From an optimization exercise on the open Yosys and OpenROAD flow, aimed at small area, a short achievable clock period and few clock cycles; shortcuts taken in it are not production practice.
Function was checked by simulation only, so behaviour that the tests miss may differ from the original.
Power figures rest on the tool's default switching activity, not on a simulated workload.

== v5 ==
==> flow/design.v <==
package alu_pkg;
	typedef logic [4:0] alu_opcode_t;
	typedef struct packed {
		logic [32-1:0] hi;
		logic [32-1:0] lo;
	} alu_product_t;
	typedef struct packed {
		logic [32-1:0] remainder;  
		logic [32-1:0] quotient;
	} alu_quotient_t;
	typedef union packed {
		alu_product_t  prod;
		alu_quotient_t quot;
	} alu_wide_t;
endpackage
`timescale 1ns/10ps
module alu (
	input  logic                    clock,
	input  logic                    rst,
	input  logic                    go,
	input  alu_pkg::alu_opcode_t    opcode,
	input  logic [32-1:0]   a,
	input  logic [32-1:0]   b,
	output logic [2*32-1:0] z,
	output logic [32-1:0]   hi,
	output logic [32-1:0]   lo,
	output logic                    busy,
	output logic                    done
);
	logic [31:0] hreg, lreg, zr;
	logic        busy_r, done_r, single_r;
	logic        is_div, fix;
	logic [3:0]  cnt;
	logic        qm1, neg_q, neg_r;
	logic        mfs;     
	logic [1:0]  fsc;
	assign busy = busy_r;
	assign done = done_r;
	assign hi   = hreg;
	assign lo   = lreg;
	assign z    = single_r ? {32'b0, zr} : {hreg, lreg};
	wire accept = go & ~busy_r;
	wire [4:0] op = opcode;
	wire op_div   = (op == 5'd15);
	wire op_mul   = (op == 5'd16);
	wire op_multi = op_div | op_mul;
	wire op_valid = (op == 5'd3) | (op == 5'd4) | (op == 5'd5) |
	                (op == 5'd6) | (op == 5'd7) | (op == 5'd8) |
	                (op == 5'd9) | (op == 5'd10) | (op == 5'd11) |
	                (op == 5'd17) | (op == 5'd18);
	wire sel_sh  = op[3] | (op[2] & op[1] & op[0]);
	wire sel_and = op[2] & ~op[1] & op[0];
	wire sel_or  = op[2] & op[1] & ~op[0];
	wire sel_not = op[4] & op[1];
	wire        sub   = op[2] & ~op[3];
	wire        useb  = ~op[4] & ~op[3];
	wire        inv   = (op[4] & op[0]) | (op[3] & a[31]);
	wire [32:0] asum  = {a ^ {32{inv}}, 1'b1} + {(b & {32{useb}}) ^ {32{sub}}, inv | sub};
	wire [31:0] add_r = asum[32:1];
	wire        right = ~op[3] | (op[1] ^ op[0]);    
	wire        rot   = ~op[3] | (~op[1] & ~op[0]);  
	wire        fillb = op[3] & op[1] & ~op[0] & a[31];  
	wire [4:0]  s     = b[4:0];
	wire [4:0]  rs    = right ? s : (~s + 5'd1);
	logic [31:0] st [0:5];
	assign st[0] = a;
	for (genvar k = 0; k < 5; k++) begin : g_sh
		localparam int S = 1 << k;
		assign st[k+1] = rs[k] ? {st[k][S-1:0], st[k][31:S]} : st[k];
	end
	logic [31:0] sh_r;
	always_comb begin
		for (int i = 0; i < 32; i++) begin
			if (rot | (right ? ({1'b0, s} <= 6'(31 - i)) : ({1'b0, s} <= 6'(i))))
				sh_r[i] = st[5][i];
			else
				sh_r[i] = fillb;
		end
	end
	logic [31:0] single;
	always_comb begin
		if (sel_sh)       single = sh_r;
		else if (sel_and) single = a & b;
		else if (sel_or)  single = a | b;
		else if (sel_not) single = ~a;
		else              single = add_r;    
	end
	wire fa8  = a[31] ? &a[30:7]  : ~|a[30:8];
	wire fa16 = a[31] ? &a[30:15] : ~|a[30:16];
	wire fa24 = a[31] ? &a[30:23] : ~|a[30:24];
	wire gb8  = b[31] ? ~&b[30:8]  : |b[30:8];
	wire gb16 = b[31] ? ~&b[30:16] : |b[30:16];
	wire gb24 = b[31] ? ~&b[30:24] : |b[30:24];
	wire bz   = ~|b;
	wire [1:0] ja = fa8 ? 2'd3 : fa16 ? 2'd2 : fa24 ? 2'd1 : 2'd0;
	wire ma8  = a[31] ? &a[30:7]  : ~|a[30:7];
	wire ma16 = a[31] ? &a[30:15] : ~|a[30:15];
	wire ma24 = a[31] ? &a[30:23] : ~|a[30:23];
	wire [1:0] jm = ma8 ? 2'd3 : ma16 ? 2'd2 : ma24 ? 2'd1 : 2'd0;
	wire [1:0] jd = gb24 ? 2'd3 : gb16 ? 2'd2 : gb8 ? 2'd1 : 2'd0;
	wire [2:0] jsum = {1'b0, ja} + {1'b0, jd};
	wire [2:0] j = (~op_div | bz) ? 3'd0 : (jsum > 3'd4) ? 3'd4 : jsum;
	logic [63:0] dload;
	always_comb begin
		case (j)
			3'd0: dload = {32'b0, add_r};
			3'd1: dload = {24'b0, add_r, 8'b0};
			3'd2: dload = {16'b0, add_r, 16'b0};
			3'd3: dload = {8'b0, add_r, 24'b0};
			default: dload = {a, 32'b0};    
		endcase
	end
	wire sb = zr[31];
	wire [33:0] m1 = {{2{zr[31]}}, zr};
	wire [33:0] m2 = {zr[31], zr, 1'b0};
	wire [2:0] bd0 = {lreg[1:0], qm1};
	wire [2:0] bd1 = lreg[3:1];
	function automatic logic [2:0] booth(input logic [2:0] x);
		booth[2] = x[1] ^ x[0];
		booth[1] = (x[2] & ~x[1] & ~x[0]) | (~x[2] & x[1] & x[0]);
		booth[0] = x[2] & ~(x[1] & x[0]);
	endfunction
	wire [2:0] bm0 = booth(bd0);
	wire [2:0] bm1 = booth(bd1);
	logic one1, two1, ng1, one2, two2, ng2;
	logic [33:0] a1, a2;
	logic [33:0] s1, s2;
	logic        q1, q2;
	logic [31:0] r1, r2;
	wire  nq = neg_q & ~(lreg[31] & lreg[30]);  
	always_comb begin
		if (fix) begin
			{one1, two1, ng1} = 3'b000;
			{one2, two2, ng2} = 3'b000;
		end else if (is_div) begin
			{one1, two1, ng1} = {2'b10, ~sb};
			{one2, two2, ng2} = {2'b10, ~sb};
		end else begin
			{one1, two1, ng1} = bm0;
			{one2, two2, ng2} = bm1;
		end
	end
	wire [33:0] b1 = ((one1 ? m1 : 34'b0) | (two1 ? m2 : 34'b0)) ^ {34{ng1}};
	wire [33:0] b2 = ((one2 ? m1 : 34'b0) | (two2 ? m2 : 34'b0)) ^ {34{ng2}};
	always_comb begin
		if (fix)         a1 = {2'b0, hreg ^ {32{neg_r}}};
		else if (is_div) a1 = {2'b0, hreg[30:0], lreg[31]};
		else             a1 = {{2{hreg[31]}}, hreg};
	end
	wire [34:0] s1x = {a1, 1'b1} + {b1, ng1 | (fix & neg_r)};
	assign s1 = s1x[34:1];
	assign q1 = ~s1[32];
	assign r1 = q1 ? s1[31:0] : a1[31:0];
	always_comb begin
		if (fix)         a2 = {2'b0, lreg ^ {32{nq}}};
		else if (is_div) a2 = {2'b0, r1[30:0], lreg[30]};
		else             a2 = {{2{s1[33]}}, s1[33:2]};
	end
	wire [34:0] s2x = {a2, 1'b1} + {b2, ng2 | (fix & nq)};
	assign s2 = s2x[34:1];
	assign q2 = ~s2[32];
	assign r2 = q2 ? s2[31:0] : a2[31:0];
	always_ff @(posedge clock) begin
		if (rst) begin
			busy_r   <= 1'b0;
			done_r   <= 1'b0;
			single_r <= 1'b0;
			fix      <= 1'b0;
			hreg     <= 32'b0;
			lreg     <= 32'b0;
		end else begin
			done_r <= 1'b0;
			if (!busy_r) begin
				zr <= op_multi ? b : op_valid ? single : 32'b0;
				if (go) begin
					if (op_multi) begin
						busy_r   <= ~(op_div & j[2]);
						done_r   <= op_div & j[2];
						single_r <= 1'b0;
						is_div   <= op_div;
						fix      <= 1'b0;
						cnt      <= op_div ? {j[1:0], 2'b00} : {1'b1, jm, 1'b0};
						fsc      <= jm;
						mfs      <= 1'b0;
						qm1      <= 1'b0;
						hreg     <= dload[63:32];
						lreg     <= dload[31:0];
						neg_q    <= a[31] ^ b[31];
						neg_r    <= a[31];
					end else begin
						single_r <= 1'b1;
						done_r   <= 1'b1;
					end
				end
			end else if (fix) begin
				hreg   <= s1[31:0];
				lreg   <= s2[31:0];
				fix    <= 1'b0;
				busy_r <= 1'b0;
				done_r <= 1'b1;
			end else if (is_div) begin
				hreg <= r2;
				lreg <= {lreg[29:0], q1, q2};
				cnt  <= cnt + 4'd1;
				if (cnt == 4'd15) begin
					if (neg_q | neg_r) begin
						fix <= 1'b1;
					end else begin
						busy_r <= 1'b0;
						done_r <= 1'b1;
					end
				end
			end else if (mfs) begin
				hreg <= {{8{hreg[31]}}, hreg[31:8]};
				lreg <= {hreg[7:0], lreg[31:8]};
				fsc  <= fsc - 2'd1;
				if (fsc == 2'd1) begin
					busy_r <= 1'b0;
					done_r <= 1'b1;
				end
			end else begin
				hreg <= s2[33:2];
				lreg <= {s2[1:0], s1[1:0], lreg[31:4]};
				qm1  <= lreg[3];
				cnt  <= cnt + 4'd1;
				if (cnt == 4'd15) begin
					if (fsc == 2'd0) begin
						busy_r <= 1'b0;
						done_r <= 1'b1;
					end else begin
						mfs <= 1'b1;
					end
				end
			end
		end
	end
endmodule
export LEC_CHECK = 0
export CAP_MARGIN = 20
export CORE_MARGIN = 2
export CORE_UTILIZATION = 40
export SLEW_MARGIN = 20
create_clock -name core_clock -period 18.0 [get_ports {clock}]
standard.sh (not shown) runs the stock make flow with config.mk's settings and CLKGATE_MAP_FILE= SYNTH_SCRIPT=/design/flow/synth_recipe.tcl, a recipe that flattens the netlist after the stock synthesis.
==> flow/flow/run.sh <==
#!/bin/bash
set -euo pipefail
bash standard.sh SETUP_SLACK_MARGIN=10 finish > flow_make.log 2>&1
In summary, v5 completed successfully, with a layout that passed the timing, DRC and antenna checks.
Testbench counts of v5, summed over its fixed seeds: cycles 4,243.
Input-level comparison between v23 and v5:
-- flow/design.v --
<<< v5, line 41
	assign z    = single_r ? {32'b0, zr} : {hreg, lreg};
	wire accept = go & ~busy_r;
	wire [4:0] op = opcode;
	wire op_div   = (op == 5'd15);
	wire op_mul   = (op == 5'd16);
	wire op_multi = op_div | op_mul;
	wire op_valid = (op == 5'd3) | (op == 5'd4) | (op == 5'd5) |
	                (op == 5'd6) | (op == 5'd7) | (op == 5'd8) |
	                (op == 5'd9) | (op == 5'd10) | (op == 5'd11) |
	                (op == 5'd17) | (op == 5'd18);
	wire sel_sh  = op[3] | (op[2] & op[1] & op[0]);
	wire sel_and = op[2] & ~op[1] & op[0];
	wire sel_or  = op[2] & op[1] & ~op[0];
	wire sel_not = op[4] & op[1];
	wire        sub   = op[2] & ~op[3];
	wire        useb  = ~op[4] & ~op[3];
	wire        inv   = (op[4] & op[0]) | (op[3] & a[31]);
	wire [32:0] asum  = {a ^ {32{inv}}, 1'b1} + {(b & {32{useb}}) ^ {32{sub}}, inv | sub};
	wire [31:0] add_r = asum[32:1];
	wire        right = ~op[3] | (op[1] ^ op[0]);    
	wire        rot   = ~op[3] | (~op[1] & ~op[0]);  
	wire        fillb = op[3] & op[1] & ~op[0] & a[31];  
	wire [4:0]  s     = b[4:0];
	wire [4:0]  rs    = right ? s : (~s + 5'd1);
>>> v23, line 41
	assign z    = single_r ? {32'b0, zr} : {hreg, lreg};
	wire accept = go & ~busy_r;
	wire op_add  = (opcode == 5'd3);
	wire op_sub  = (opcode == 5'd4);
	wire op_and  = (opcode == 5'd5);
	wire op_or   = (opcode == 5'd6);
	wire op_ror  = (opcode == 5'd7);
	wire op_rol  = (opcode == 5'd8);
	wire op_shr  = (opcode == 5'd9);
	wire op_shra = (opcode == 5'd10);
	wire op_shl  = (opcode == 5'd11);
	wire op_div  = (opcode == 5'd15);
	wire op_mul  = (opcode == 5'd16);
	wire op_neg  = (opcode == 5'd17);
	wire op_not  = (opcode == 5'd18);
	wire op_multi = op_div | op_mul;
	wire        abs_a = op_div & a[31];
	wire        zx    = op_neg | abs_a;
	wire        sub   = op_sub | op_neg | abs_a;
	wire [31:0] ax    = zx ? 32'b0 : a;
	wire [31:0] ay    = (op_add | op_sub) ? b : (op_neg | abs_a) ? a : 32'b0;
	wire [32:0] asum  = {ax, 1'b1} + {ay ^ {32{sub}}, sub};
	wire [31:0] add_r = asum[32:1];
	wire        right = op_shr | op_shra | op_ror;
	wire        rot   = op_ror | op_rol;
	wire        fillb = op_shra & a[31];
	wire [4:0]  s     = b[4:0];
	wire [4:0]  rs    = right ? s : (~s + 5'd1);
<<< v5, line 80
	logic [31:0] single;
	always_comb begin
		if (sel_sh)       single = sh_r;
		else if (sel_and) single = a & b;
		else if (sel_or)  single = a | b;
		else if (sel_not) single = ~a;
		else              single = add_r;    
	end
	wire fa8  = a[31] ? &a[30:7]  : ~|a[30:8];
>>> v23, line 84
	logic [31:0] single;
	always_comb begin
		single = 32'b0;
		if (op_add | op_sub | op_neg) single = add_r;
		if (op_and) single = a & b;
		if (op_or)  single = a | b;
		if (op_not) single = ~a;
		if (op_ror | op_rol | op_shr | op_shra | op_shl) single = sh_r;
	end
	wire fa8  = a[31] ? &a[30:7]  : ~|a[30:8];
<<< v5, line 172
			done_r <= 1'b0;
			if (!busy_r) begin
				zr <= op_multi ? b : op_valid ? single : 32'b0;
				if (go) begin
					if (op_multi) begin
>>> v23, line 177
			done_r <= 1'b0;
			if (!busy_r) begin
				if (go) begin
					if (op_multi) begin
<<< v5, line 186
						hreg     <= dload[63:32];
						lreg     <= dload[31:0];
						neg_q    <= a[31] ^ b[31];
						neg_r    <= a[31];
>>> v23, line 190
						hreg     <= dload[63:32];
						lreg     <= dload[31:0];
						zr       <= b;
						neg_q    <= a[31] ^ b[31];
						neg_r    <= a[31];
<<< v5, line 191
						single_r <= 1'b1;
						done_r   <= 1'b1;
					end
				end
>>> v23, line 196
						single_r <= 1'b1;
						done_r   <= 1'b1;
						zr       <= single;
					end
				end
--- outcome ---
[v23] part of the power in the clock network rose 2.1 points relative to v5. Side by side, post-synthesis simple-gate area fraction turned out lower in v23 than in v5. Comparing area after synthesis for v23 and v5, the smaller number came from v23. Taking v5 as the reference, in v23 fmax saw a decrease, number of distinct library cells after synthesis increased by 8 relative to the old numbers, total number of multi-input combinational cells now smaller. In the metrics for v23 and v5, the one carrying the lower peak supply drop is v23. Setup slack: v23 vs v5 down 190 ps. Compare v23 and v5 | routed via count lower: v5. Comparing non-clock buffer count for v23 and v5, the smaller number came from v5. Between v5 and v23, the flow reports critical path depth increasing by more than half. Compared to v5, the router laid down more metal wire for v23.
Testbench counts of v23, summed over its fixed seeds: cycles 4,243.

[re-timing with driven ports]
The flow's constraints put no driver on any port. The routed layouts listed below were extracted and timed again, unchanged, in two steps.
Step 1: set_driving_cell puts a clkbuf_16 on clock and a buf_2 on each other input, an assumption about the parent block.
Step 2 adds t to the input delays and takes it off the output delays; t is the mean of the earliest and latest rising clock arrival at the registers after step 1. Input paths then give back, and output paths get back, about the clock's delay inside the block.
Slacks: no drivers / after step 1 / after step 2; pairs: no drivers / after step 1.
| run | t, ns | setup WS [ns] | hold WS [ns] | clock arrival spread, ns | worst slew at a driven data input, ns |
|---|---|---|---|---|---|
| v5 | 0.459 | 10.082 / 10.117 / 9.658 | 0.510 / 0.510 / 0.510 | 0.028 / 0.028 | 0.05 |
| v23 | 0.439 | 9.888 / 9.888 / 9.619 | 0.560 / 0.560 / 0.560 | 0.019 / 0.019 | 0.07 |
After both steps every run listed still meets setup and hold. For v5, which loses most, drivers alone change the setup slack by +0.035 ns; drivers and shift together by -0.424 ns.
